This is an optimization exercise on Yosys and OpenROAD, whose aim is small area, a short achievable clock period and few clock cycles per item, not a production implementation. Function was checked by simulation only, so behaviour that the tests miss may differ from the original. Power is estimated from default activity; no workload was simulated.

==> flow/design.v <==
package scet_pkg;
    localparam int KEY_W     = 64;
    localparam int VALUE_W   = 32;
    localparam int OPCODE_W  = 2;
    localparam int COUNT_W   = 5;
    localparam int S_DATA_W  = 96;
    localparam int M_DATA_W  = 8;
    localparam int ENTRIES_DEF    = 16;
    localparam int KEY_BITS_DEF   = 64;
    localparam int VALUE_BITS_DEF = 32;
    typedef logic [OPCODE_W-1:0] opcode_t;
    localparam opcode_t OP_INSERT = 2'd0;
    localparam opcode_t OP_REMOVE = 2'd1;
    localparam opcode_t OP_SEARCH = 2'd2;
    localparam opcode_t OP_PRUNE  = 2'd3;
    typedef logic [COUNT_W-1:0] count_t;
    localparam count_t COUNT_MAX = 5'd31;
endpackage
module scet_ram #(
    parameter int WIDTH = 8,
    parameter int DEPTH = 16
) (
    input  logic                   aclk,
    input  logic [DEPTH-1:0]       we,
    input  logic [WIDTH-1:0]       wdata,
    output logic [DEPTH*WIDTH-1:0] rdata
);
    logic [WIDTH-1:0] mem [DEPTH];
    always_ff @(posedge aclk) begin
        for (int i = 0; i < DEPTH; i++) begin
            if (we[i]) begin
                mem[i] <= wdata;
            end
        end
    end
    always_comb begin
        for (int i = 0; i < DEPTH; i++) begin
            rdata[i*WIDTH +: WIDTH] = mem[i];
        end
    end
endmodule
import scet_pkg::*;
module second_chance_expiry_table_core
#(
    parameter int ENTRIES    = scet_pkg::ENTRIES_DEF,
    parameter int KEY_BITS   = scet_pkg::KEY_BITS_DEF,
    parameter int VALUE_BITS = scet_pkg::VALUE_BITS_DEF
) (
    input  logic                aclk,
    input  logic                aresetn,
    input  logic                s_tvalid,
    output logic                s_tready,
    input  logic [scet_pkg::S_DATA_W-1:0] s_tdata,    
    input  logic [scet_pkg::OPCODE_W-1:0] s_tuser,    
    output logic                m_tvalid,
    input  logic                m_tready,
    output logic [scet_pkg::M_DATA_W-1:0] m_tdata     
);
    localparam int RES_W = 2 + scet_pkg::COUNT_W;   
    localparam int QD    = 4;                       
    logic [KEY_BITS-1:0]   key_in;
    logic [VALUE_BITS-1:0] val_in;
    logic                  rdy_reg;
    logic                  acc;
    assign key_in = s_tdata[KEY_BITS-1:0];
    assign val_in = s_tdata[scet_pkg::KEY_W +: VALUE_BITS];
    assign acc    = s_tvalid && rdy_reg;
    logic [ENTRIES-1:0]            valid_reg, recent_reg, hit_reg;
    logic [ENTRIES-1:0]            valid_next, recent_next, hit_next;
    logic [ENTRIES*KEY_BITS-1:0]   keys;
    logic [ENTRIES*VALUE_BITS-1:0] vals;
    logic [ENTRIES-1:0]            key_we, val_we;
    localparam int KP = 4;                  
    localparam int KPW = KEY_BITS / KP;
    logic [ENTRIES*KP-1:0] keq_a;
    logic                  vB_reg;
    scet_pkg::opcode_t     opB_reg;
    logic [ENTRIES*KP-1:0] keqB_reg;
    logic [ENTRIES-1:0]    keqB;
    logic [VALUE_BITS-1:0] valB_reg;
    always_comb begin
        for (int i = 0; i < ENTRIES; i++) begin
            for (int j = 0; j < KP; j++) begin
                keq_a[i*KP+j] = (keys[i*KEY_BITS+j*KPW +: KPW] == key_in[j*KPW +: KPW]);
            end
        end
    end
    always_ff @(posedge aclk) begin
        opB_reg   <= s_tuser;
        keqB_reg  <= keq_a;
        valB_reg  <= val_in;
    end
    scet_ram #(.WIDTH(KEY_BITS), .DEPTH(ENTRIES)) u_keys (
        .aclk(aclk), .we(key_we), .wdata(key_in), .rdata(keys)
    );
    scet_ram #(.WIDTH(VALUE_BITS), .DEPTH(ENTRIES)) u_vals (
        .aclk(aclk), .we(val_we), .wdata(valB_reg), .rdata(vals)
    );
    assign key_we = ~valid_next;
    logic [ENTRIES-1:0] match, setm;
    logic [ENTRIES-1:0] cand_reg, cand_next;    
    logic [ENTRIES-1:0] low_other, low_kept;
    logic [VALUE_BITS-1:0] fval;
    logic               found, anyfree;
    logic               anyfree_reg;         
    logic               anyfree_next;
    logic               is_ins, is_rem, is_srch, is_prn;
    logic insB_reg, remB_reg, srchB_reg, prnB_reg;
    assign is_ins  = insB_reg;
    assign is_rem  = remB_reg;
    assign is_srch = srchB_reg;
    assign is_prn  = prnB_reg;
    always_comb begin
        for (int i = 0; i < ENTRIES; i++) begin
            keqB[i] = &keqB_reg[i*KP +: KP];
        end
    end
    assign match = valid_reg & keqB;
    always_comb begin
        fval = '0;
        for (int i = 0; i < ENTRIES; i++) begin
            fval = fval | (vals[i*VALUE_BITS +: VALUE_BITS] & {VALUE_BITS{match[i]}});
        end
    end
    function automatic logic [ENTRIES-1:0] lowest(input logic [ENTRIES-1:0] x);
        logic [ENTRIES-1:0] r;
        logic               seen;
        r    = '0;
        seen = 1'b0;
        for (int i = 0; i < ENTRIES; i++) begin
            r[i] = x[i] && !seen;
            seen = seen || x[i];
        end
        lowest = r;
    endfunction
    assign low_other = lowest(~valid_reg & ~cand_reg);       
    assign low_kept  = lowest(~(valid_reg & recent_reg));    
    always_comb begin
        cand_next = cand_reg;
        if (is_ins && anyfree) cand_next = (low_other != '0) ? low_other : match;
        if (is_rem && !anyfree) cand_next = match;
        if (is_prn) cand_next = low_kept;
    end
    assign found   = |match;
    assign anyfree = anyfree_reg;
    always_comb begin
        anyfree_next = anyfree_reg;
        if (is_ins) anyfree_next = anyfree_reg && ((|(~valid_reg & ~cand_reg)) || found);
        if (is_rem) anyfree_next = anyfree_reg || found;
        if (is_prn) anyfree_next = ~&(valid_reg & recent_reg);
    end
    assign val_we = is_ins ? (anyfree ? cand_reg : match) : '0;
    always_comb begin
        setm        = '0;
        valid_next  = valid_reg;
        recent_next = recent_reg;
        hit_next    = hit_reg;
        if (is_ins) setm = anyfree ? cand_reg : match;
        if (is_srch) setm = match;
        if (is_rem || (is_ins && anyfree)) begin
            valid_next  = valid_reg & ~match;
        end
        if (is_prn) begin
            valid_next  = valid_reg & recent_reg;
            recent_next = recent_reg & hit_reg;
            hit_next    = '0;
        end
        valid_next  = valid_next | (is_ins ? setm : '0);
        recent_next = recent_next | setm;
        hit_next    = hit_next | setm;
    end
    scet_pkg::count_t c1_reg, c2_reg, c3_reg;
    scet_pkg::count_t c1_now;
    logic             f1, f2, f3;    
    logic             up3, dn3, act;
    logic             f1C_reg, f2C_reg, up3C_reg, dn3C_reg, prnC_reg;
    assign act = is_ins || is_srch || is_rem;
    assign f1  = act && |(match & ~recent_reg);
    assign f2  = act && |(match & recent_reg & ~hit_reg);
    assign f3  = act && |(match & recent_reg & hit_reg);
    assign up3 = (is_srch && (f1 || f2)) ||
                 (is_ins && (f1 || f2 || (!found && anyfree)));
    assign dn3 = is_rem && f3;
    assign c1_now = prnC_reg ? c2_reg : f1C_reg ? c1_reg - 5'd1 : c1_reg;
    always_ff @(posedge aclk) begin
        if (!aresetn) begin
            f1C_reg  <= 1'b0;
            f2C_reg  <= 1'b0;
            up3C_reg <= 1'b0;
            dn3C_reg <= 1'b0;
            prnC_reg <= 1'b0;
            c1_reg   <= '0;
            c2_reg   <= '0;
            c3_reg   <= '0;
        end else begin
            f1C_reg  <= f1;
            f2C_reg  <= f2;
            up3C_reg <= up3;
            dn3C_reg <= dn3;
            prnC_reg <= is_prn;
            c1_reg   <= c1_now;
            if (prnC_reg) begin
                c2_reg <= c3_reg;
                c3_reg <= '0;
            end else begin
                c2_reg <= f2C_reg ? c2_reg - 5'd1 : c2_reg;
                c3_reg <= up3C_reg ? c3_reg + 5'd1 : dn3C_reg ? c3_reg - 5'd1 : c3_reg;
            end
        end
    end
    logic [RES_W-1:0]      res, resC_reg, resq;
    logic                  vC_reg, srchC_reg, foundC_reg;
    localparam int VG = VALUE_BITS / 4;       
    logic [VG-1:0]         vdiffC_reg;
    always_comb begin
        res = '0;
        unique case (opB_reg)
            OP_INSERT: res = {scet_pkg::count_t'(0), !found && !anyfree, !found};
            OP_REMOVE: res = {scet_pkg::count_t'(0), 1'b0, found};
            OP_SEARCH: res = '0;
            OP_PRUNE:  res = {c1_now, 1'b0, 1'b0};
        endcase
    end
    always_ff @(posedge aclk) begin
        resC_reg   <= res;
        srchC_reg  <= (opB_reg == OP_SEARCH);
        foundC_reg <= found;
        for (int g = 0; g < VG; g++) begin
            vdiffC_reg[g] <= (fval[g*4 +: 4] != valB_reg[g*4 +: 4]);
        end
    end
    assign resq = srchC_reg ? RES_W'(foundC_reg && !(|vdiffC_reg)) : resC_reg;
    logic [RES_W-1:0] q_reg [QD];
    logic [2:0]       qn_reg, qn_keep, qn_next;
    logic             mv_reg;
    logic             deliv;
    assign deliv   = mv_reg && m_tready;
    assign qn_keep = qn_reg - 3'(deliv);
    assign qn_next = qn_keep + 3'(vC_reg);
    always_ff @(posedge aclk) begin
        for (int i = 0; i < QD; i++) begin
            if (vC_reg && qn_keep == i) begin
                q_reg[i] <= resq;
            end else if (deliv && i + 1 < QD) begin
                q_reg[i] <= q_reg[i+1];
            end
        end
    end
    always_ff @(posedge aclk) begin
        if (!aresetn) begin
            vB_reg     <= 1'b0;
            insB_reg   <= 1'b0;
            remB_reg   <= 1'b0;
            srchB_reg  <= 1'b0;
            prnB_reg   <= 1'b0;
            vC_reg     <= 1'b0;
            rdy_reg    <= 1'b1;
            qn_reg     <= 3'd0;
            mv_reg     <= 1'b0;
            valid_reg  <= '0;
            anyfree_reg <= 1'b1;
            cand_reg   <= ENTRIES'(1);
            recent_reg <= '0;
            hit_reg    <= '0;
        end else begin
            vB_reg     <= acc;
            insB_reg   <= acc && (s_tuser == OP_INSERT);
            remB_reg   <= acc && (s_tuser == OP_REMOVE);
            srchB_reg  <= acc && (s_tuser == OP_SEARCH);
            prnB_reg   <= acc && (s_tuser == OP_PRUNE);
            vC_reg     <= vB_reg;
            rdy_reg    <= (3'(acc) + 3'(vB_reg) + qn_next) < 3'(QD);
            qn_reg     <= qn_next;
            mv_reg     <= (qn_next != 3'd0);
            valid_reg  <= valid_next;
            anyfree_reg <= anyfree_next;
            cand_reg   <= cand_next;
            recent_reg <= recent_next;
            hit_reg    <= hit_next;
        end
    end
    assign s_tready = rdy_reg;
    assign m_tvalid = mv_reg;
    assign m_tdata  = {1'b0, q_reg[0]};
endmodule
==> flow/run.sh <==
#!/bin/bash
# synth_recipe.tcl (not shown) runs the flow's synth.tcl, then flattens the netlist and writes it again
# the make line also repeats each setting of config.mk as NAME=value (left out here)
make -C /OpenROAD-flow-scripts/flow DESIGN_CONFIG=/design/flow/config.mk WORK_HOME=/design/flow/orfs CLKGATE_MAP_FILE= SYNTH_SCRIPT=/design/flow/synth_recipe.tcl finish
==> flow/config.mk <==
export PLATFORM = sky130hd
export DESIGN_NAME = second_chance_expiry_table_core
export DESIGN_NICKNAME = second_chance_expiry_table_core
export VERILOG_FILES = /design/flow/design.v
export SDC_FILE = /design/flow/constraint.sdc
export NUM_CORES = 4
export LEC_CHECK = 0
export CAP_MARGIN = 20
export CORE_MARGIN = 2
export CORE_UTILIZATION = 60
export CTS_CLUSTER_DIAMETER = 80
export CTS_CLUSTER_SIZE = 30
export SETUP_SLACK_MARGIN = 2.5
export SLEW_MARGIN = 20
==> flow/constraint.sdc <==
create_clock -name core_clock -period 5.0 [get_ports {aclk}]
set_input_delay 1.0000 -clock core_clock [delete_from_list [all_inputs] [get_ports {aclk}]]
set_output_delay 1.0000 -clock core_clock [all_outputs]
set_load 0.01 [all_outputs]
==> impl_results.rst, run 1 <==
.. list-table::
   :header-rows: 1

   * - Metric
     - Value
   * - Outcome
     - no timing/DRC/antenna violations
   * - Post-layout net count
     - approximately 4800
   * - Worst-path maximum fanout
     - 12
   * - Critical Path Sink
     - u_vals.mem[11][2]$_DFFE_PP_
   * - Register share of total power
     - approximately 64%
   * - Switching Fraction
     - 22.3%
   * - Number of flops mapped to enable cells by yosys
     - around 1600
   * - Clock root buffer master
     - sky130_fd_sc_hd__clkbuf_16
   * - Peak ir drop on the vdd network
     - 0.324 mV
   * - GPL Wtd Cong
     - 0.971
   * - Cells along the critical path
     - and4_2 > nand2_1 > nor2_1 > o21a_4 > buf_4
   * - Part of the total power dissipated in the clock network
     - ~29%
   * - Post-place instance area
     - 73500 um^2
   * - Iteration-0 DRC Markers
     - about 4800
   * - Final Hold Vio Count
     - 0
   * - Unrepaired setup endpoints after global routing
     - no
   * - Antenna violations before repair
     - 5
   * - Final instance area
     - ~77000 um^2
   * - Number of detailed-routing iterations run before antenna repair
     - 7
   * - Max cap viols
     - 0
   * - H-tree levels
     - 3
   * - Number of routed nets with antenna violations
     - 0
   * - Remaining design rule violation count
     - 0
   * - TritonCTS Buffers
     - between 70 and 80
   * - Starting density of the core
     - 60.5%
   * - Die outline area
     - 120000 um^2
   * - Routed length per instance
     - around 28 um
   * - CTS tree
     - built
   * - Cell Rows
     - 125
   * - Switching power
     - 5.95 mW
   * - Fraction of layout cells with a size suffix above 1
     - between 10% and 20%
   * - Via density
     - 6.18
   * - Grt met3 use
     - between 4 and 5%
   * - Clock Sink Count
     - 1775
   * - Hold slack final
     - 0.482 ns
   * - Worst Clk Skew
     - roughly 0.035 ns
   * - Count of pins on the block boundary
     - 112
   * - Final count of negative-setup-slack endpoints
     - 0
   * - Average size of a mapped cell
     - 15.4 um^2
   * - Static leakage
     - between 20 and 25 nW
   * - Wire length after detailed routing
     - 177 mm
   * - Quantity of I/O buffers inserted on ports
     - 110
   * - Synth Flop Type
     - sky130_fd_sc_hd__edfxtp_1
   * - Placed wire-length estimate
     - 104 mm
   * - Critical Path AT
     - 2.91 ns
   * - Post-synth top area share
     - 66.9%
   * - Grt met2 use
     - 46.2%
   * - Relative area change from synthesis to final layout
     - 9.63%
   * - Vert. Die Dim
     - 346 um
   * - Post-Syn Instances
     - between 4000 and 5000
   * - Sequential cell area
     - 51200 um^2
   * - Cell count after placement
     - 6093
   * - Combinational share of power
     - 7.2%
   * - Post-synthesis sequential area ratio
     - 72.9%
   * - Largest area contributor in the netlist
     - sky130_fd_sc_hd__edfxtp_1
   * - Final worst setup slack
     - 2.47 ns
   * - Global-route wire length before repair
     - approximately 260 mm
   * - Worst Path Class, Setup
     - register to register
   * - Critical path startpoint
     - keqB_reg[46]$_DFF_P_
   * - Top cells by area, synth
     - sky130_fd_sc_hd__edfxtp_1 (67%), sky130_fd_sc_hd__xnor2_1 (13%), sky130_fd_sc_hd__dfxtp_1 (6.0%)
   * - Setup tns final
     - 0 ns
   * - Area of the multi-input gates
     - between 15000 and 20000 um^2
   * - Number of flip-flops under the largest register name
     - 1024
   * - Core area
     - 116000 um^2
   * - Share of the clock period used by the worst path after layout
     - 50.6%
   * - Final global-route overflow total
     - 0
   * - Pre-CTS WS
     - 1.30 ns
   * - Critical R2R Capture
     - u_vals.mem[11][2]$_DFFE_PP_
   * - Hold bufs inserted after CTS
     - 0
   * - Power Total
     - 26.7 mW
   * - Syn Nets
     - 4668
   * - Max-slew violation total from the final report
     - 0
   * - Critical Path Start Type
     - register
   * - Count of synthesis-stage warnings from yosys
     - 6
   * - Flip-flop and latch count after synthesis
     - 1775
   * - Share of async-settable or async-resettable flops after synthesis
     - 0%
   * - Critical path's slowest cell
     - sky130_fd_sc_hd__dfxtp_2
   * - Number of distinct library cells after synthesis
     - 69
   * - Horiz. Die Dim
     - around 350 um
   * - Power density relative to cell area
     - 347 nW/um^2
   * - Insertion delay of the later-clocked pin in the worst-skew pair
     - approximately 0.70 ns
   * - Vias
     - 38901
   * - Critical R2R Launch
     - keqB_reg[46]$_DFF_P_
   * - Type of the tightest min-delay check
     - register to register
   * - Post-Layout Cell Count
     - roughly 6300
   * - Highest clock rate
     - 396 MHz
   * - R2r setup slk
     - 2.47 ns
   * - Stage delay of the slowest cell on the critical path
     - 0.49 ns
   * - Required time of the critical path
     - 5.39 ns
   * - Crit end category
     - register
   * - Busiest metal layer after global routing
     - met2
   * - Buffer depth of the longest clock path
     - 3
   * - Dominant delay contributor by cell family on the critical path
     - simple AND/OR/NAND/NOR gates
   * - Mapped cell area
     - roughly 70000 um^2
   * - Number of buffer and inverter stages on the critical path
     - 1
   * - Worst-path clk slew
     - between 0.1 and 0.15 ns
   * - Min Tclk post-route
     - 2.53 ns
   * - Internal power
     - 20.8 mW
   * - Relative slew margins
     - between 30% and 40%
   * - Transition at the pin with the smallest max-transition slack
     - 0.961 ns
   * - Number of global-route vias before repair
     - 37246
   * - Number of inserted filler cells in the final layout
     - 8223
   * - M1 GR Usage
     - between 40% and 50%
   * - WP depth
     - 5
   * - Global routing usage summed across all routing layers
     - between 20 and 30%
   * - Core Util, Final
     - 66.3%
   * - Pin count of the biggest net entering global routing
     - 66
   * - Worst R2R Path Depth
     - 5
[how the worst min path moves through the flow]
stage	to	slack, ns	startpoint	cells past startpoint
floorplan	resC_reg[0]$_DFF_P_	0.42	opB_reg[1]$_DFF_P_	1
global placement	vC_reg$_SDFF_PN0_	0.45	vB_reg$_SDFF_PN0_	1
detailed placement	vC_reg$_SDFF_PN0_	0.46	vB_reg$_SDFF_PN0_	1
CTS	vC_reg$_SDFF_PN0_	0.49	vB_reg$_SDFF_PN0_	1
global route	vC_reg$_SDFF_PN0_	0.50	vB_reg$_SDFF_PN0_	1
finish	vC_reg$_SDFF_PN0_	0.48	vB_reg$_SDFF_PN0_	1
[power by group through the flow]
stage / clock [mW] / combinational, mW / sequential [mW]
after floorplan: 0 / 1.27 / 17.3
after global placement: 0 / 1.85 / 17.4
after detailed placement: 0 / 1.88 / 17.4
after CTS: 7.85 / 1.90 / 17.1
after global routing: 8.32 / 2.09 / 17.2
final: 7.71 / 1.91 / 17.1
[cell type report]
cell class / count / area share [%]
Antenna cell: 2 / 0.00650
Clock buffer: 119 / 2.80
Clock inverter: 16 / 0.309
Inverter: 29 / 0.146
Multi-Input combinational cell: 2519 / 24.3
Sequential cell: 1775 / 66.6
Tap cell: 1524 / 2.48
Timing Repair Buffer: 309 / 3.38
Timing Repair inverter: 1 / 0.00650
[timing repair]
action                      CTS  global route
buffers inserted             40            14
pin swaps                    15            13
cloned                        8             2
setup endpoints to repair  1436           906
gates resized for setup      92            50
[logic make-up after synthesis]
| group | count (synthesis) | synth area share, % |
|---|---|---|
| DFF | 1775 | 72.9 |
| adders and majority gates | 11 | 0.207 |
| AOI/OAI and AO/OA | 517 | 5.01 |
| muxes | 3 | 0.0446 |
| buffers and inverters | 270 | 1.50 |
| other | 1 | 0.00534 |
| and+or+nand+nor | 907 | 6.92 |
| xor gates and xnor gates | 1071 | 13.4 |
[synthesized netlist by cell type, drive strengths merged (3+ instances only)]
library cell  number
nand4            321
a32oi              3
o221ai             3
and4              13
buf               29
or2                4
nor3              41
a2bb2oi            8
o2111ai            4
o22ai             40
and3              24
nor2             109
a21oi             94
or4                3
nand2b             9
ha                10
a221oi            46
nor4              79
nand3b             6
a22o              40
nand2            214
dfxtp            211
nor2b              8
nor4b              3
a211oi             5
inv               28
o211a              5
o21ai             99
a21o               5
edfxtp          1564
xnor2           1053
a22oi            124
o21a              13
xor2              18
a31oi              8
o211ai             3
nand3             37
a41oi              3
clkbuf           212
and2              31
[worst reg2reg max path, cell delays in order, from the launching register on]
cell and delay (ns):
sky130_fd_sc_hd__dfxtp_2 0.49, sky130_fd_sc_hd__and4_2 0.43, sky130_fd_sc_hd__nand2_1 0.16, sky130_fd_sc_hd__nor2_1 0.36, sky130_fd_sc_hd__o21a_4 0.44, sky130_fd_sc_hd__buf_4 0.34
[layout by cell type (no fill, tap or decap), types with 37 or more instances in the layout]
cell type | Yosys | layout
sky130_fd_sc_hd__buf_2 | 19 | 64
sky130_fd_sc_hd__clkdlybuf4s50_1 | 0 | 37
sky130_fd_sc_hd__nand2_1 | 214 | 212
sky130_fd_sc_hd__a221oi_1 | 46 | 43
sky130_fd_sc_hd__a22oi_1 | 124 | 120
sky130_fd_sc_hd__edfxtp_1 | 1564 | 1564
sky130_fd_sc_hd__buf_4 | 1 | 162
sky130_fd_sc_hd__xnor2_1 | 1053 | 1048
sky130_fd_sc_hd__a22o_1 | 40 | 40
sky130_fd_sc_hd__o21ai_0 | 96 | 82
sky130_fd_sc_hd__clkbuf_1 | 212 | 37
sky130_fd_sc_hd__nor4_1 | 76 | 59
sky130_fd_sc_hd__dfxtp_1 | 211 | 193
sky130_fd_sc_hd__clkbuf_16 | 0 | 79
sky130_fd_sc_hd__a21oi_1 | 94 | 88
sky130_fd_sc_hd__o22ai_1 | 40 | 40
sky130_fd_sc_hd__nor2_1 | 109 | 100
sky130_fd_sc_hd__nand4_1 | 321 | 321
[metal layers]
| layer | up-vias | share of wire [%] |
|---|---|---|
| li1 | 17280 | - |
| met1 | 19884 | 43 |
| met2 | 1483 | 47 |
| met3 | 252 | 7.3 |
| met4 | 2 | 2.8 |
| met5 | - | 0.0062 |
Testbench counts, summed over its fixed seeds: cycles 4,024, items 4,000.
==> run 2, diff against run 1 <==
--- a/flow/config.mk
+++ b/flow/config.mk
@@ -7,8 +7,8 @@
 export LEC_CHECK = 0
 export CAP_MARGIN = 20
 export CORE_MARGIN = 2
-export CORE_UTILIZATION = 60
+export CORE_UTILIZATION = 78
 export CTS_CLUSTER_DIAMETER = 80
 export CTS_CLUSTER_SIZE = 30
-export SETUP_SLACK_MARGIN = 2.5
+export SETUP_SLACK_MARGIN = 2.7
 export SLEW_MARGIN = 20
==> run 2 against run 1 <==
Non-clock buffer count grew 29; power shrank 1.3%; final cell count shrank 5.1%; clock skew grew 0.014 ns; combinational power grew 5%; largest cell class unchanged; largest power group unchanged; highest routed layer unchanged.
==> impl_results.rst, run 2 <==
.. list-table::
   :header-rows: 1

   * - Metric
     - Value
   * - Worst Path Class, Setup
     - register to register
   * - Cell Rows
     - 110 (-12%)
   * - Clock root buffer master
     - sky130_fd_sc_hd__clkbuf_16
   * - Vias
     - 41326 (+6.2%)
   * - Share of the clock period used by the worst path after layout
     - 48.7% (-1.8 points)
   * - Final global-route overflow total
     - 0 (unchanged)
   * - Synth cell count leaders
     - sky130_fd_sc_hd__edfxtp_1 (1564), sky130_fd_sc_hd__xnor2_1 (1053), sky130_fd_sc_hd__nand4_1 (321), sky130_fd_sc_hd__nand2_1 (214), sky130_fd_sc_hd__clkbuf_1 (212)
   * - Global routing usage summed across all routing layers
     - 38.3% (+9.0 points)
   * - Largest area contributor in the netlist
     - sky130_fd_sc_hd__edfxtp_1
   * - Setup tns final
     - 0 ns (unchanged)
   * - Post-synthesis sequential area ratio
     - 72.9% (unchanged)
   * - Post-Syn Instances
     - 4555 (unchanged)
   * - Buffer depth of the longest clock path
     - 3 (unchanged)
   * - Flip-flop and latch count after synthesis
     - 1775 (unchanged)
   * - Synth Flop Type
     - sky130_fd_sc_hd__edfxtp_1
   * - Fraction of layout cells with a size suffix above 1
     - 12.4% (+1.7 points)
   * - Placed wire-length estimate
     - 99.1 mm (-4.6%)
   * - Insertion delay of the later-clocked pin in the worst-skew pair
     - 0.71 ns (about the same)
   * - Number of routed nets with antenna violations
     - 0 (unchanged)
   * - Most repeated cell in the gate-level netlist after synthesis
     - sky130_fd_sc_hd__edfxtp_1
   * - Core area
     - 89600 um^2 (-23%)
   * - Commonest cells after routing, fill and taps aside
     - sky130_fd_sc_hd__edfxtp_1 (1564), sky130_fd_sc_hd__xnor2_1 (1041), sky130_fd_sc_hd__nand4_1 (321)
   * - Stage delay of the slowest cell on the critical path
     - 0.44 ns (-0.05 ns)
   * - Remaining design rule violation count
     - 0 (unchanged)
   * - Final instance area
     - 77100 um^2 (+0.24%)
   * - Count of pins on the block boundary
     - 112 (unchanged)
   * - Final Hold Vio Count
     - 0 (unchanged)
   * - Count of synthesis-stage warnings from yosys
     - 6 (unchanged)
   * - Routed length per instance
     - 30.0 um (+7.0%)
   * - Power density relative to cell area
     - 342 nW/um^2 (-1.5%)
   * - Critical Path AT
     - 2.78 ns (-0.13 ns)
   * - H-tree levels
     - 3 (unchanged)
   * - Clock Sink Count
     - 1775 (unchanged)
   * - Top cells by area, synth
     - sky130_fd_sc_hd__edfxtp_1 (67%), sky130_fd_sc_hd__xnor2_1 (13%), sky130_fd_sc_hd__dfxtp_1 (6.0%)
   * - Worst Clk Skew
     - 0.0494 ns (+0.0142 ns)
   * - Peak ir drop on the vdd network
     - 0.341 mV (+5.4%)
   * - Vert. Die Dim
     - 304 um (-12%)
   * - GPL Wtd Cong
     - 1.01 (+4.0%)
   * - Pin count of the biggest net entering global routing
     - 66 (unchanged)
   * - Outcome
     - no timing/DRC/antenna violations
   * - Critical path's slowest cell
     - sky130_fd_sc_hd__and4_2
   * - Post-place instance area
     - 72900 um^2 (-0.76%)
   * - CTS tree
     - built
   * - Post-layout net count
     - 4848 (+0.54%)
   * - Transition at the pin with the smallest max-transition slack
     - 0.945 ns (-0.0161 ns)
   * - Number of flip-flops under the largest register name
     - 1024 (unchanged)
   * - Mapped cell area
     - 70200 um^2 (unchanged)
   * - Average size of a mapped cell
     - 15.4 um^2 (unchanged)
   * - Quantity of I/O buffers inserted on ports
     - 110 (unchanged)
   * - Highest clock rate
     - 410 MHz (+3.7%)
   * - Cells along the critical path
     - and4_2 > nand2_1 > nor2_1 > o21a_4 > buf_4
   * - Leading cell type in the layout, fill and taps excluded
     - sky130_fd_sc_hd__edfxtp_1
   * - Number of distinct library cells after synthesis
     - 69 (unchanged)
   * - Global-route wire length before repair
     - 259 mm (+0.69%)
   * - Wire length after detailed routing
     - 179 mm (+1.5%)
   * - Relative slew margins
     - 37.0% (+1.7 points)
   * - Type of the tightest min-delay check
     - register to register
   * - Antenna violations before repair
     - 7 (+2)
   * - Number of global-route vias before repair
     - 39869 (+7.0%)
   * - Unrepaired setup endpoints after global routing
     - yes
   * - Post-synth top area share
     - 66.9% (unchanged)
   * - Relative area change from synthesis to final layout
     - 9.90%
   * - Via density
     - 6.92 (+12%)
   * - Iteration-0 DRC Markers
     - 6423 (+33%)
   * - Max cap viols
     - 0 (unchanged)
   * - Critical Path Start Type
     - register
   * - Horiz. Die Dim
     - 304 um (-12%)
   * - Number of detailed-routing iterations run before antenna repair
     - 8 (+1)
   * - Share of async-settable or async-resettable flops after synthesis
     - 0% (unchanged)
   * - Min Tclk post-route
     - 2.44 ns (-0.0903 ns)
   * - Crit end category
     - register
   * - TritonCTS Buffers
     - 71 (-4.1%)
   * - Required time of the critical path
     - 5.34 ns (-0.05 ns)
   * - Worst-path clk slew
     - 0.11 ns (about the same)
   * - Die outline area
     - 92400 um^2 (-23%)
   * - Syn Nets
     - 4668 (unchanged)
   * - Worst-path maximum fanout
     - 18 (+6)
   * - Number of flops mapped to enable cells by yosys
     - 1564 (unchanged)
   * - Starting density of the core
     - 78.3% (+18 points)
   * - Final count of negative-setup-slack endpoints
     - 0 (unchanged)
   * - Max-slew violation total from the final report
     - 0 (unchanged)
   * - Static leakage
     - 25.0 nW (+1.1%)
[run 2: critical path: cells and delay by family, from the launching register on]
kind                   cells  cell delay (ns)
flip-flops                 1             0.42
AND/OR/NAND/NOR            3             0.80
buffers and inverters      1             0.40
AO/OA/AOI/OAI              1             0.43
[run 2: cells by family (layout without fill, tap and decap cells)]
family,Yosys count,after routing,synth area share (%)
compound gates,517,517,5.01
xor+xnor,1071,1071,13.4
fa+ha+maj,11,11,0.207
buf+inv,270,498,1.50
flops,1775,1775,72.9
mux,3,3,0.0446
other cells,1,3,0.00534
simple gates,907,916,6.92
[run 2: path summary, 6_finish.rpt]
check                            start                          end  slack (ns)  cells after the start
setup reg to reg  keqB_reg[47]$_DFF_P_  u_vals.mem[11][5]$_DFFE_PP_        2.56                      5
setup / recovery  keqB_reg[47]$_DFF_P_  u_vals.mem[11][5]$_DFFE_PP_        2.56                      5
hold reg to reg     opB_reg[1]$_DFF_P_          resC_reg[0]$_DFF_P_        0.47                      1
hold / removal      opB_reg[1]$_DFF_P_          resC_reg[0]$_DFF_P_        0.47                      1
[run 2: report_power, final]
group	internal (mW)	switching (mW)	leakage, nW
Sequential	16.7	0.363	17.4
Clock	2.86	4.39	1.04
Combinational	0.881	1.13	6.49
Total	20.5	5.88	25.0
[run 2: what timing repair did]
action,4_1_cts,5_1_grt
endpoints found under the setup margin,1530,644
hold buffers,0,0
setup buffers,67,21
pin swaps,33,38
cloned,14,4
gates resized for setup,196,92
[run 2: stage by stage]
stage / setup slack, ns / std cells / utilization [%] / hold WS [ns] / power, mW
floorplan: 1.78 / 4555 / - / 0.421 / 18.6
global placement: 0.913 / 5730 / 81.3 / 0.455 / 19.2
detailed placement: 1.29 / 5732 / 81.4 / 0.445 / 19.3
CTS: 2.70 / 5943 / 85.4 / 0.470 / 26.3
global route: 2.55 / 5968 / 86.1 / 0.512 / 27.0
finish: 2.56 / 5970 / 86.1 / 0.469 / 26.4
[run 2: cell type report]
cell class                      instances  area [um^2]
Sequential cell                      1775        51300
Multi-Input combinational cell       2519        19000
Fill cell                            3972        12500
Timing Repair Buffer                  338         3100
Clock buffer                          117         1990
Tap cell                             1176         1470
Clock inverter                         13          193
Inverter                               29          119
Timing Repair inverter                  1         5.00
Antenna cell                            2         5.00
[run 2: layer usage]
metal  vias up  wire length, um  track usage, %
met5         -               66               0
met2      3144            82700            59.4
met4        10             9860            16.5
met1     20178            63100            52.6
met3       646            23700            9.64
li1      17348                -               -
==> run 3, diff against run 2 <==
--- a/flow/config.mk
+++ b/flow/config.mk
@@ -7,7 +7,7 @@
 export LEC_CHECK = 0
 export CAP_MARGIN = 20
 export CORE_MARGIN = 2
-export CORE_UTILIZATION = 78
+export CORE_UTILIZATION = 70
 export CTS_CLUSTER_DIAMETER = 80
 export CTS_CLUSTER_SIZE = 30
 export SETUP_SLACK_MARGIN = 2.7
==> run 3 against run 2 <==
Routed wire length shrank 3.4%; clock skew down 0.023 ns; sequential share of layout area is 0.10 points higher; worst hold slack improved by 0.020 ns; final cell count rose by 1.7%; fmax up 3.9%; register-to-register slack better by 0.09 ns; power decreased by 0.95%; worst setup slack improved by 0.092 ns; critical path type unchanged; largest cell class unchanged; highest routed layer unchanged.
==> impl_results.rst, run 3 <==
.. list-table::
   :header-rows: 1

   * - Metric
     - Value
   * - Pre-CTS WS
     - 1.38 ns (+0.0869 ns)
   * - Max-slew violation total from the final report
     - 0 (unchanged)
   * - Share of async-settable or async-resettable flops after synthesis
     - 0% (unchanged)
   * - Largest area contributor in the netlist
     - sky130_fd_sc_hd__edfxtp_1
   * - Number of detailed-routing iterations run before antenna repair
     - 8 (unchanged)
   * - Number of global-route vias before repair
     - 37763 (-5.3%)
   * - Type of the tightest min-delay check
     - register to register
   * - Post-layout net count
     - 4836 (-0.25%)
   * - Clock Sink Count
     - 1775 (unchanged)
   * - H-tree levels
     - 3 (unchanged)
   * - Final global-route overflow total
     - 0 (unchanged)
   * - Critical Path AT
     - 2.97 ns (+0.19 ns)
   * - Iteration-0 DRC Markers
     - 5699 (-11%)
   * - Top cells by area, synth
     - sky130_fd_sc_hd__edfxtp_1 (67%), sky130_fd_sc_hd__xnor2_1 (13%), sky130_fd_sc_hd__dfxtp_1 (6.0%)
   * - Highest clock rate
     - 426 MHz (+3.9%)
   * - Mapped cell area
     - 70200 um^2 (unchanged)
   * - Remaining design rule violation count
     - 0 (unchanged)
   * - Vert. Die Dim
     - 321 um (+5.5%)
   * - GPL Wtd Cong
     - 0.969 (-4.0%)
   * - Via density
     - 6.54 (-5.5%)
   * - Worst Path Class, Setup
     - register to register
   * - Buffer depth of the longest clock path
     - 3 (unchanged)
   * - Relative slew margins
     - 34.9% (-2.1 points)
   * - Most repeated cell in the gate-level netlist after synthesis
     - sky130_fd_sc_hd__edfxtp_1
   * - Quantity of I/O buffers inserted on ports
     - 110 (unchanged)
   * - CTS tree
     - built
   * - Antenna violations before repair
     - 8 (+1)
   * - Worst-path maximum fanout
     - 13 (-5)
   * - Flip-flop and latch count after synthesis
     - 1775 (unchanged)
   * - Power Total
     - 26.1 mW (-0.95%)
   * - Die outline area
     - 103000 um^2 (+11%)
   * - Number of routed nets with antenna violations
     - 0 (unchanged)
   * - Global routing usage summed across all routing layers
     - 33.6% (-4.7 points)
   * - Routed length per instance
     - 28.6 um (-5.0%)
   * - Syn Nets
     - 4668 (unchanged)
   * - Setup tns final
     - 0 ns (unchanged)
   * - Static leakage
     - 24.8 nW (-0.48%)
   * - TritonCTS Buffers
     - 69 (-2.8%)
   * - Commonest cells after routing, fill and taps aside
     - sky130_fd_sc_hd__edfxtp_1 (1564), sky130_fd_sc_hd__xnor2_1 (1048), sky130_fd_sc_hd__nand4_1 (321)
   * - Count of synthesis-stage warnings from yosys
     - 6 (unchanged)
   * - Pin count of the biggest net entering global routing
     - 66 (unchanged)
   * - Hold bufs inserted after CTS
     - 0 (unchanged)
   * - Count of pins on the block boundary
     - 112 (unchanged)
   * - Synth cell count leaders
     - sky130_fd_sc_hd__edfxtp_1 (1564), sky130_fd_sc_hd__xnor2_1 (1053), sky130_fd_sc_hd__nand4_1 (321), sky130_fd_sc_hd__nand2_1 (214), sky130_fd_sc_hd__clkbuf_1 (212)
   * - Horiz. Die Dim
     - 321 um (+5.5%)
   * - Synth Flop Type
     - sky130_fd_sc_hd__edfxtp_1
   * - Leading cell type in the layout, fill and taps excluded
     - sky130_fd_sc_hd__edfxtp_1
   * - Outcome
     - no timing/DRC/antenna violations
   * - Hold slack final
     - 0.489 ns (+0.0200 ns)
   * - Fraction of layout cells with a size suffix above 1
     - 11.8% (-0.55 points)
   * - Post-synth top area share
     - 66.9% (unchanged)
   * - Post-synthesis sequential area ratio
     - 72.9% (unchanged)
   * - Placed wire-length estimate
     - 102 mm (+2.5%)
   * - Average size of a mapped cell
     - 15.4 um^2 (unchanged)
   * - Final count of negative-setup-slack endpoints
     - 0 (unchanged)
   * - Unrepaired setup endpoints after global routing
     - yes
   * - Number of flops mapped to enable cells by yosys
     - 1564 (unchanged)
   * - Worst Clk Skew
     - 0.0269 ns (-0.0225 ns)
   * - Vias
     - 39695 (-3.9%)
   * - Global-route wire length before repair
     - 251 mm (-3.1%)
   * - Post-Syn Instances
     - 4555 (unchanged)
   * - Relative area change from synthesis to final layout
     - 9.69%
   * - Insertion delay of the later-clocked pin in the worst-skew pair
     - 0.69 ns (-0.02 ns)
   * - Peak ir drop on the vdd network
     - 0.319 mV (-6.4%)
   * - Share of the clock period used by the worst path after layout
     - 46.9% (-1.8 points)
   * - Crit end category
     - register
   * - Cell Rows
     - 116 (+5.5%)
   * - Number of distinct library cells after synthesis
     - 69 (unchanged)
   * - Max cap viols
     - 0 (unchanged)
   * - Clock root buffer master
     - sky130_fd_sc_hd__clkbuf_16
   * - Final Hold Vio Count
     - 0 (unchanged)
   * - Starting density of the core
     - 70.4% (-7.9 points)
   * - Required time of the critical path
     - 5.62 ns (+0.28 ns)
   * - Critical Path Start Type
     - register
   * - Number of flip-flops under the largest register name
     - 1024 (unchanged)
   * - Worst-path clk slew
     - 0.12 ns (about the same)
   * - Core area
     - 99700 um^2 (+11%)
   * - Power density relative to cell area
     - 339 nW/um^2 (-0.77%)
   * - Final worst setup slack
     - 2.65 ns (+0.0918 ns)
   * - Transition at the pin with the smallest max-transition slack
     - 0.968 ns (+0.0227 ns)
   * - Min Tclk post-route
     - 2.35 ns (-0.0918 ns)
   * - Wire length after detailed routing
     - 173 mm (-3.4%)
==> run 3: cell type report <==
cell class / instances / area (um^2)
inverter: 29 / 116
tap: 1298 / 1620
antenna: 4 / 10.0
clock buffer: 113 / 1990
fill: 5764 / 22700
sequential: 1775 / 51200
multi-input combinational: 2518 / 19000
clock inverter: 4 / 40.0
timing repair buffer: 330 / 3000
==> run 3: worst max-delay path: stages, from the launching register on <==
cell	delay [ns]
sky130_fd_sc_hd__dfxtp_2	0.60
sky130_fd_sc_hd__o22ai_1	0.24
sky130_fd_sc_hd__nor4_2	0.33
sky130_fd_sc_hd__nand2_1	0.23
sky130_fd_sc_hd__o21ai_2	0.43
sky130_fd_sc_hd__nand3_1	0.25
sky130_fd_sc_hd__a31oi_1	0.19
==> run 3: worst paths after layout <==
check                           start                  endpoint  slack [ns]  depth (start not counted)
max reg2reg  valid_reg[12]$_SDFF_PN0_  cand_reg[7]$_SDFFE_PN0P_        2.65                          6
min                 vB_reg$_SDFF_PN0_         vC_reg$_SDFF_PN0_        0.49                          1
max          valid_reg[12]$_SDFF_PN0_  cand_reg[7]$_SDFFE_PN0P_        2.65                          6
min reg2reg         vB_reg$_SDFF_PN0_         vC_reg$_SDFF_PN0_        0.49                          1
==> run 3: routing by layer <==
| metal | vias up | wire, um | track usage (%) |
|---|---|---|---|
| li1 | 17336 | - | - |
| met1 | 19830 | 68800 | 48.4 |
| met2 | 2148 | 80000 | 52.1 |
| met3 | 377 | 17300 | 6.07 |
| met4 | 4 | 7210 | 12.4 |
| met5 | - | 26 | 0 |
==> run 3: kinds of logic (layout without fill, tap and decap cells) <==
kind of cell	after synthesis	count (layout)	synth area share [%]
muxes	3	3	0.0446
AOI/OAI and AO/OA	517	518	5.01
and+or+nand+nor	907	914	6.92
other	1	5	0.00534
xor gates and xnor gates	1071	1071	13.4
buffers and inverters	270	476	1.50
adders and majority gates	11	11	0.207
DFF	1775	1775	72.9
==> run 3: repair_timing <==
item                                    in CTS  in global routing
endpoints found under the setup margin    1490               1011
gates cloned                                 9                  4
resized for setup                          188                 79
pin swaps                                   29                 22
setup buffers                               55                 12
==> run 3: power by group <==
group	total [mW]	switching, mW	internal (mW)
Combinational	1.98	1.10	0.882
Clock	7.04	4.23	2.81
Sequential	17.1	0.346	16.7
==> run 3: per-stage QoR <==
| stage | instances | cell area, um^2 | util (%) |
|---|---|---|---|
| floorplan | 4555 | 70500 | - |
| global placement | 5865 | 73100 | 73.3 |
| detailed placement | 5870 | 73200 | 73.4 |
| CTS | 6051 | 76500 | 76.7 |
| global route | 6067 | 77000 | 77.2 |
| finish | 6071 | 77000 | 77.2 |
==> run 4, diff against run 3 <==
--- a/flow/config.mk
+++ b/flow/config.mk
@@ -9,6 +9,6 @@
 export CORE_MARGIN = 2
 export CORE_UTILIZATION = 70
 export CTS_CLUSTER_DIAMETER = 80
-export CTS_CLUSTER_SIZE = 30
-export SETUP_SLACK_MARGIN = 2.7
+export CTS_CLUSTER_SIZE = 28
+export SETUP_SLACK_MARGIN = 2.6
 export SLEW_MARGIN = 20
==> run 4 against run 3 <==
Non-clock buffer count is 23 lower; clock power rose by 3.1%; critical path depth grew 1; register-to-register slack worse by 0.05 ns; first-iteration DRC count fell by 5.4%; critical path type unchanged.
==> impl_results.rst, run 4 <==
.. list-table::
   :header-rows: 1

   * - Metric
     - Value
   * - Outcome
     - no timing/DRC/antenna violations
   * - Final Hold Vio Count
     - 0 (unchanged)
   * - Share of async-settable or async-resettable flops after synthesis
     - 0% (unchanged)
   * - Count of synthesis-stage warnings from yosys
     - 6 (unchanged)
   * - Average size of a mapped cell
     - 15.4 um^2 (unchanged)
   * - Largest area contributor in the netlist
     - sky130_fd_sc_hd__edfxtp_1
   * - Required time of the critical path
     - 5.36 ns (-0.26 ns)
   * - Pre-CTS WS
     - 1.38 ns (unchanged)
   * - Top cells by area, synth
     - sky130_fd_sc_hd__edfxtp_1 (67%), sky130_fd_sc_hd__xnor2_1 (13%), sky130_fd_sc_hd__dfxtp_1 (6.0%)
   * - Quantity of I/O buffers inserted on ports
     - 110 (unchanged)
   * - Static leakage
     - 24.6 nW (-1.0%)
   * - Remaining design rule violation count
     - 0 (unchanged)
   * - Placed wire-length estimate
     - 102 mm (unchanged)
   * - Worst-path maximum fanout
     - 33 (+20)
   * - Global routing usage summed across all routing layers
     - 33.2% (-0.38 points)
   * - Area of the multi-input gates
     - 18700 um^2 (-1.2%)
   * - Min Tclk post-route
     - 2.40 ns (+0.0529 ns)
   * - CTS tree
     - built
   * - Power density relative to cell area
     - 344 nW/um^2 (+1.3%)
   * - Vert. Die Dim
     - 321 um (unchanged)
   * - Die outline area
     - 103000 um^2 (unchanged)
   * - Clock root buffer master
     - sky130_fd_sc_hd__clkbuf_16
   * - Count of pins on the block boundary
     - 112 (unchanged)
   * - Syn Nets
     - 4668 (unchanged)
   * - Insertion delay of the later-clocked pin in the worst-skew pair
     - 0.70 ns (about the same)
   * - Hold bufs inserted after CTS
     - 0 (unchanged)
   * - Highest clock rate
     - 417 MHz (-2.2%)
   * - Share of the clock period used by the worst path after layout
     - 48.0% (+1.1 points)
   * - Vias
     - 39406 (-0.73%)
   * - Type of the tightest min-delay check
     - register to register
   * - Post-layout net count
     - 4815 (-0.43%)
   * - Global-route wire length before repair
     - 249 mm (-0.89%)
   * - Setup tns final
     - 0 ns (unchanged)
   * - Wire length after detailed routing
     - 170 mm (-1.6%)
   * - Number of inserted filler cells in the final layout
     - 5861 (+1.7%)
   * - Relative slew margins
     - 36.1% (+1.2 points)
   * - Synth Flop Type
     - sky130_fd_sc_hd__edfxtp_1
   * - Unrepaired setup endpoints after global routing
     - yes
   * - Critical Path Start Type
     - register
   * - Worst Path Class, Setup
     - register to register
   * - TritonCTS Buffers
     - 73 (+5.8%)
   * - Most repeated cell in the gate-level netlist after synthesis
     - sky130_fd_sc_hd__edfxtp_1
   * - Sequential cell area
     - 51200 um^2 (about the same)
   * - Iteration-0 DRC Markers
     - 5393 (-5.4%)
   * - Via density
     - 6.50 (-0.55%)
   * - Number of distinct library cells after synthesis
     - 69 (unchanged)
   * - Mapped cell area
     - 70200 um^2 (unchanged)
   * - Starting density of the core
     - 70.4% (unchanged)
   * - Transition at the pin with the smallest max-transition slack
     - 0.950 ns (-0.0179 ns)
   * - H-tree levels
     - 3 (unchanged)
   * - Pin count of the biggest net entering global routing
     - 66 (unchanged)
   * - Fraction of layout cells with a size suffix above 1
     - 10.4% (-1.4 points)
   * - Buffer depth of the longest clock path
     - 3 (unchanged)
   * - Number of detailed-routing iterations run before antenna repair
     - 8 (unchanged)
   * - Commonest cells after routing, fill and taps aside
     - sky130_fd_sc_hd__edfxtp_1 (1564), sky130_fd_sc_hd__xnor2_1 (1050), sky130_fd_sc_hd__nand4_1 (321)
   * - Routed length per instance
     - 28.1 um (-1.5%)
   * - Core area
     - 99700 um^2 (unchanged)
   * - Post-Syn Instances
     - 4555 (unchanged)
   * - Number of routed nets with antenna violations
     - 0 (unchanged)
   * - Horiz. Die Dim
     - 321 um (unchanged)
   * - Number of global-route vias before repair
     - 37641 (-0.32%)
   * - Cell Rows
     - 116 (unchanged)
   * - Post-synth top area share
     - 66.9% (unchanged)
   * - Synth cell count leaders
     - sky130_fd_sc_hd__edfxtp_1 (1564), sky130_fd_sc_hd__xnor2_1 (1053), sky130_fd_sc_hd__nand4_1 (321), sky130_fd_sc_hd__nand2_1 (214), sky130_fd_sc_hd__clkbuf_1 (212)
   * - Max-slew violation total from the final report
     - 0 (unchanged)
   * - Busiest metal layer after global routing
     - met2
   * - Leading cell type in the layout, fill and taps excluded
     - sky130_fd_sc_hd__edfxtp_1
   * - Final count of negative-setup-slack endpoints
     - 0 (unchanged)
   * - Antenna violations before repair
     - 7 (-1)
   * - Worst-path clk slew
     - 0.11 ns (about the same)
   * - GPL Wtd Cong
     - 0.969 (unchanged)
   * - Power Total
     - 26.3 mW (+0.63%)
   * - Final global-route overflow total
     - 0 (unchanged)
   * - Final worst setup slack
     - 2.60 ns (-0.0529 ns)
   * - Relative area change from synthesis to final layout
     - 8.94%
   * - Grt met3 use
     - 6.55% (+0.48 points)
   * - Flip-flop and latch count after synthesis
     - 1775 (unchanged)
   * - Critical Path AT
     - 2.76 ns (-0.21 ns)
   * - Worst Clk Skew
     - 0.0446 ns (+0.0177 ns)
   * - Peak ir drop on the vdd network
     - 0.382 mV (+20%)
   * - Post-synthesis sequential area ratio
     - 72.9% (unchanged)
   * - Hold slack final
     - 0.488 ns (-0.000607 ns)
   * - Crit end category
     - register
   * - Clock Sink Count
     - 1775 (unchanged)
   * - Grt met2 use
     - 51.5% (-0.51 points)
   * - Max cap viols
     - 0 (unchanged)
   * - Number of flip-flops under the largest register name
     - 1024 (unchanged)
   * - Number of flops mapped to enable cells by yosys
     - 1564 (unchanged)
   * - M1 GR Usage
     - 47.7% (-0.74 points)
-- run 4: where the power goes --
group | switching [mW] | internal (mW) | total, mW
combinational | 1.08 | 0.850 | 1.93
clock | 4.30 | 2.97 | 7.26
sequential | 0.343 | 16.7 | 17.1
total | 5.72 | 20.6 | 26.3
-- run 4: worst paths after layout --
check / startpoint / to / slack [ns] / cells after the start
setup / recovery: keqB_reg[55]$_DFF_P_ / u_keys.mem[13][21]$_DFFE_PN_ / 2.60 / 7
hold / removal: vB_reg$_SDFF_PN0_ / vC_reg$_SDFF_PN0_ / 0.49 / 1
setup reg to reg: keqB_reg[55]$_DFF_P_ / u_keys.mem[13][21]$_DFFE_PN_ / 2.60 / 7
hold reg to reg: vB_reg$_SDFF_PN0_ / vC_reg$_SDFF_PN0_ / 0.49 / 1
-- run 4: cell families (layout without fill, tap and decap cells) --
kind of cell / Yosys count / count (layout) / synth area share, %
adder cells (fa/ha/maj): 11 / 11 / 0.207
other: 1 / 3 / 0.00534
buffers and inverters: 270 / 469 / 1.50
AND/OR/NAND/NOR: 907 / 912 / 6.92
AO/OA/AOI/OAI: 517 / 518 / 5.01
multiplexers: 3 / 3 / 0.0446
flip-flops: 1775 / 1775 / 72.9
XOR/XNOR: 1071 / 1071 / 13.4
-- run 4: layout make-up --
| type | instances | area share, % |
|---|---|---|
| Clock buffer | 130 | 2.79 |
| Sequential cell | 1775 | 67.0 |
| Tap cell | 1298 | 2.12 |
| Inverter | 29 | 0.142 |
| Multi-Input combinational cell | 2516 | 24.5 |
| Timing Repair Buffer | 307 | 3.38 |
| Clock inverter | 3 | 0.0475 |
| Antenna cell | 2 | 0.00655 |
-- run 4: layer usage --
metal / up-vias / wire length [um]
li1: 17302 / -
met1: 19711 / 68100
met2: 2038 / 78900
met3: 347 / 17200
met4: 8 / 6220
met5: - / 36
-- run 4: per-stage QoR --
step                      std cells  utilization [%]  area, um^2
final                          6060             76.7       76500
after global routing           6059             76.7       76500
after CTS                      6050             76.4       76200
after detailed placement       5870             73.4       73200
after global placement         5865             73.3       73100
after floorplan                4555                -       70500
-- run 4: worst max-delay path, stage by stage, from the launching register on --
cell                      delay [ns]
sky130_fd_sc_hd__dfxtp_4        0.41
sky130_fd_sc_hd__and4_2         0.30
sky130_fd_sc_hd__and2_1         0.21
sky130_fd_sc_hd__buf_12         0.20
sky130_fd_sc_hd__nand2_1        0.10
sky130_fd_sc_hd__o21ai_0        0.22
sky130_fd_sc_hd__a21oi_4        0.29
sky130_fd_sc_hd__buf_8          0.30
-- run 4: timing repair --
item | in CTS | in global routing
cloned | 6 | 3
resized for setup | 111 | 55
pin swaps | 23 | 8
setup buffers | 41 | 5
hold endpoints to repair | 0 | 0
setup endpoints to repair | 1387 | 852
==> run 5, diff against run 4 <==
--- a/flow/config.mk
+++ b/flow/config.mk
@@ -7,8 +7,8 @@
 export LEC_CHECK = 0
 export CAP_MARGIN = 20
 export CORE_MARGIN = 2
-export CORE_UTILIZATION = 70
-export CTS_CLUSTER_DIAMETER = 80
-export CTS_CLUSTER_SIZE = 28
-export SETUP_SLACK_MARGIN = 2.6
+export CORE_UTILIZATION = 75
+export CTS_CLUSTER_DIAMETER = 70
+export CTS_CLUSTER_SIZE = 24
+export SETUP_SLACK_MARGIN = 2.85
 export SLEW_MARGIN = 20
==> run 5 against run 4 <==
Final area is 4.0% higher; sequential power hardly changed; clock skew is 0.0097 ns lower; routed wire length is 12% higher; utilization is 8.8 points higher; critical path type unchanged; still clean; count of clock-buffer cells in the layout is 9 higher.
==> impl_results.rst, run 5 <==
.. list-table::
   :header-rows: 1

   * - Metric
     - Value
   * - Outcome
     - no timing/DRC/antenna violations
   * - Number of detailed-routing iterations run before antenna repair
     - 8 (unchanged)
   * - Startpoint of the lowest-slack hold path
     - vB_reg$_SDFF_PN0_
   * - Critical R2R Capture
     - vdiffC_reg[0]$_DFF_P_
   * - Setup tns final
     - 0 ns (unchanged)
   * - Clock root buffer master
     - sky130_fd_sc_hd__clkbuf_16
   * - Vert. Die Dim
     - 310 um (-3.3%)
   * - Pin count of the biggest net entering global routing
     - 66 (unchanged)
   * - Worst Clk Skew
     - 0.0350 ns (-0.00966 ns)
   * - Peak ir drop on the vdd network
     - 0.445 mV (+16%)
   * - Largest area contributor in the netlist
     - sky130_fd_sc_hd__edfxtp_1
   * - Number of global-route vias before repair
     - 40244 (+6.9%)
   * - Clock Sink Count
     - 1775 (unchanged)
   * - Number of flops mapped to enable cells by yosys
     - 1564 (unchanged)
   * - Quantity of I/O buffers inserted on ports
     - 110 (unchanged)
   * - Critical R2R Launch
     - keqB_reg[59]$_DFF_P_
   * - Insertion delay of the later-clocked pin in the worst-skew pair
     - 0.72 ns (+0.02 ns)
   * - Count of pins on the block boundary
     - 112 (unchanged)
   * - TritonCTS Buffers
     - 89 (+22%)
   * - Post-synth top area share
     - 66.9% (unchanged)
   * - Worst-path maximum fanout
     - 5 (-85%)
   * - Number of flip-flops under the largest register name
     - 1024 (unchanged)
   * - Number of routed nets with antenna violations
     - 0 (unchanged)
   * - Starting density of the core
     - 75.4% (+5.0 points)
   * - GPL Wtd Cong
     - 1.01 (+4.2%)
   * - Average size of a mapped cell
     - 15.4 um^2 (unchanged)
   * - Syn Nets
     - 4668 (unchanged)
   * - Post-synthesis sequential area ratio
     - 72.9% (unchanged)
   * - Share of async-settable or async-resettable flops after synthesis
     - 0% (unchanged)
   * - Critical Path Start Type
     - register
   * - Die outline area
     - 96000 um^2 (-6.6%)
   * - Crit end category
     - register
   * - Cell Rows
     - 112 (-3.4%)
   * - Buffer depth of the longest clock path
     - 3 (unchanged)
   * - Share of the clock period used by the worst path after layout
     - 51.8% (+3.8 points)
   * - Synth cell count leaders
     - sky130_fd_sc_hd__edfxtp_1 (1564), sky130_fd_sc_hd__xnor2_1 (1053), sky130_fd_sc_hd__nand4_1 (321), sky130_fd_sc_hd__nand2_1 (214), sky130_fd_sc_hd__clkbuf_1 (212)
   * - Max-slew violation total from the final report
     - 0 (unchanged)
   * - Most repeated cell in the gate-level netlist after synthesis
     - sky130_fd_sc_hd__edfxtp_1
   * - Required time of the critical path
     - 5.57 ns (+0.21 ns)
   * - Sequential cell area
     - 51300 um^2 (+0.15%)
   * - Wire length after detailed routing
     - 190 mm (+12%)
   * - Placed wire-length estimate
     - 101 mm (-1.1%)
   * - Final Hold Vio Count
     - 0 (unchanged)
   * - Commonest cells after routing, fill and taps aside
     - sky130_fd_sc_hd__edfxtp_1 (1564), sky130_fd_sc_hd__xnor2_1 (1045), sky130_fd_sc_hd__nand4_1 (321)
   * - Relative area change from synthesis to final layout
     - 13.3%
   * - Global-route wire length before repair
     - 265 mm (+6.4%)
   * - Final count of negative-setup-slack endpoints
     - 0 (unchanged)
   * - Mapped cell area
     - 70200 um^2 (unchanged)
   * - Power density relative to cell area
     - 345 nW/um^2 (+0.46%)
   * - Area of the multi-input gates
     - 19500 um^2 (+3.8%)
   * - Vias
     - 42579 (+8.1%)
   * - Horiz. Die Dim
     - 310 um (-3.3%)
   * - Number of distinct library cells after synthesis
     - 69 (unchanged)
   * - Post-layout net count
     - 4952 (+2.8%)
   * - Hold bufs inserted after CTS
     - 0 (unchanged)
   * - Critical Path AT
     - 3.16 ns (+0.40 ns)
   * - Hold slack final
     - 0.476 ns (-0.0118 ns)
   * - Number of inserted filler cells in the final layout
     - 4318 (-26%)
   * - R2r setup slk
     - 2.41 ns (-0.19 ns)
   * - Hold Path Cell Cnt
     - 1 (unchanged)
   * - Static leakage
     - 26.1 nW (+6.2%)
   * - Post-Layout Cell Count
     - 6169 (+1.8%)
   * - Max cap viols
     - 0 (unchanged)
   * - Leading cell type in the layout, fill and taps excluded
     - sky130_fd_sc_hd__edfxtp_1
   * - CTS tree
     - built
   * - Worst Path Class, Setup
     - register to register
   * - Unrepaired setup endpoints after global routing
     - yes
   * - Transition at the pin with the smallest max-transition slack
     - 1.01 ns (+0.0569 ns)
   * - Top cells by area, synth
     - sky130_fd_sc_hd__edfxtp_1 (67%), sky130_fd_sc_hd__xnor2_1 (13%), sky130_fd_sc_hd__dfxtp_1 (6.0%)
   * - Type of the tightest min-delay check
     - register to register
   * - Via density
     - 6.90 (+6.1%)
   * - Flip-flop and latch count after synthesis
     - 1775 (unchanged)
   * - Worst R2R Path Depth
     - 10 (+3)
   * - Remaining design rule violation count
     - 0 (unchanged)
   * - Routed length per instance
     - 30.8 um (+9.5%)
   * - Iteration-0 DRC Markers
     - 7281 (+35%)
   * - Endpoint with the worst hold slack
     - vC_reg$_SDFF_PN0_
   * - Global routing usage summed across all routing layers
     - 38.3% (+5.1 points)
   * - H-tree levels
     - 3 (unchanged)
   * - Relative slew margins
     - 32.2% (-3.9 points)
   * - Count of synthesis-stage warnings from yosys
     - 6 (unchanged)
   * - Highest clock rate
     - 386 MHz (-7.3%)
   * - Fraction of layout cells with a size suffix above 1
     - 16.1% (+5.7 points)
   * - Synth Flop Type
     - sky130_fd_sc_hd__edfxtp_1
   * - Post-Syn Instances
     - 4555 (unchanged)
   * - Min Tclk post-route
     - 2.59 ns (+0.190 ns)
   * - Core area
     - 93000 um^2 (-6.7%)
   * - Cell count after placement
     - 5817 (-0.90%)
   * - Antenna violations before repair
     - 7 (unchanged)
   * - Worst-path clk slew
     - 0.10 ns (about the same)
   * - Final global-route overflow total
     - 0 (unchanged)
-- run 5: cell type report --
class                      instances  area share (%)
timing repair buffer             425            5.38
sequential                      1775            64.5
clock inverter                    25           0.404
tap                             1254            1.97
inverter                          29           0.151
multi-input combinational       2519            24.5
antenna                            3         0.00944
clock buffer                     139            3.10
-- run 5: cells by family after synthesis --
group	Yosys count	synth area share, %
AOI/OAI and AO/OA	517	5.01
xor gates and xnor gates	1071	13.4
adders and majority gates	11	0.207
buffers and inverters	270	1.50
DFF	1775	72.9
muxes	3	0.0446
other	1	0.00534
and+or+nand+nor	907	6.92
-- run 5: power breakdown --
group	total [mW]	internal (mW)	switching (mW)
logic	2.04	0.901	1.14
clock network	8.32	3.68	4.64
registers	17.1	16.7	0.362
-- run 5: per-stage QoR --
stage	util, %	cell area (um^2)	power [mW]	setup WS (ns)
finish	85.5	79500	27.5	2.41
global placement	78.4	73000	19.2	1.18
detailed placement	78.5	73000	19.3	1.38
CTS	84.2	78400	27.3	2.71
floorplan	-	70500	18.6	1.78
global route	85.5	79500	28.1	2.38
-- run 5: repair_timing --
action | in CTS | in global routing
resized for setup | 353 | 143
gates cloned | 21 | 8
buffers inserted | 102 | 54
pin swaps | 62 | 64
setup endpoints to repair | 1579 | 1074
-- run 5: worst max path at each step --
stage	startpoint	end	slack, ns	cells past startpoint
after floorplan	anyfree_reg$_SDFFE_PN1P_	u_keys.mem[1][0]$_DFFE_PN_	1.78	6
after global placement	s_tdata[41]	keqB_reg[26]$_DFF_P_	1.18	5
after detailed placement	m_tready	q_reg[1][5]$_DFFE_PP_	1.38	8
after CTS	keqB_reg[59]$_DFF_P_	anyfree_reg$_SDFFE_PN1P_	2.71	8
after global routing	keqB_reg[57]$_DFF_P_	vdiffC_reg[0]$_DFF_P_	2.38	10
final	keqB_reg[59]$_DFF_P_	vdiffC_reg[0]$_DFF_P_	2.41	10
-- run 5: per-layer routing --
metal / global-route usage, % / vias to the layer above / part of all wire, %
met5: 0 / - / 0.085
met2: 59.0 / 3271 / 45
li1: - / 17601 / -
met1: 51.9 / 20863 / 35
met3: 8.83 / 832 / 13
met4: 20.1 / 12 / 6.4
-- run 5: worst max-delay path, cell delays in order, from the launching register on --
cell and delay (ns):
sky130_fd_sc_hd__dfxtp_4 0.38, sky130_fd_sc_hd__and4_4 0.19, sky130_fd_sc_hd__and2_4 0.18, sky130_fd_sc_hd__buf_12 0.13
sky130_fd_sc_hd__buf_12 0.14, sky130_fd_sc_hd__buf_4 0.14, sky130_fd_sc_hd__a22oi_2 0.38, sky130_fd_sc_hd__nand4_1 0.18
sky130_fd_sc_hd__nand4b_1 0.28, sky130_fd_sc_hd__xnor2_2 0.25, sky130_fd_sc_hd__o2111ai_1 0.16

[static timing again, ports no longer ideal]
No port has a modelled driver above. Below, the same layouts with a new extraction and two added sets of constraints.
Step 1 sets driving cells, clkbuf_16 on the clock port and buf_2 on the other inputs (assumed; they add their load-dependent delay and slew).
Step 2, shift: input delay + t, output delay - t, t = (earliest + latest rising clock arrival at the registers) / 2. This alone moves slack from input paths to output paths.
Three values: ideal ports, drivers, drivers and shift; two values: the first two.
| run | t (ns) | slack for setup (ns) | worst hold slack (ns) | clock arrival spread, ns | slew at the worst register clock pin (ns) |
|---|---|---|---|---|---|
| run 1 | 0.760 | 2.472 / 2.472 / 1.867 | 0.482 / 0.482 / 0.482 | 0.039 / 0.039 | 0.12 / 0.12 |
| run 2 | 0.752 | 2.563 / 2.563 / 1.978 | 0.469 / 0.469 / 0.469 | 0.054 / 0.053 | 0.12 / 0.12 |
| run 3 | 0.756 | 2.654 / 2.654 / 2.002 | 0.489 / 0.489 / 0.489 | 0.031 / 0.031 | 0.12 / 0.12 |
| run 4 | 0.762 | 2.601 / 2.568 / 1.917 | 0.488 / 0.487 / 0.488 | 0.046 / 0.045 | 0.12 / 0.12 |
| run 5 | 0.776 | 2.411 / 2.411 / 2.133 | 0.476 / 0.476 / 0.476 | 0.039 / 0.039 | 0.10 / 0.10 |
After both steps every run listed still meets setup and hold. For run 4, which loses most, drivers alone change the setup slack by -0.033 ns; drivers and shift together by -0.684 ns.
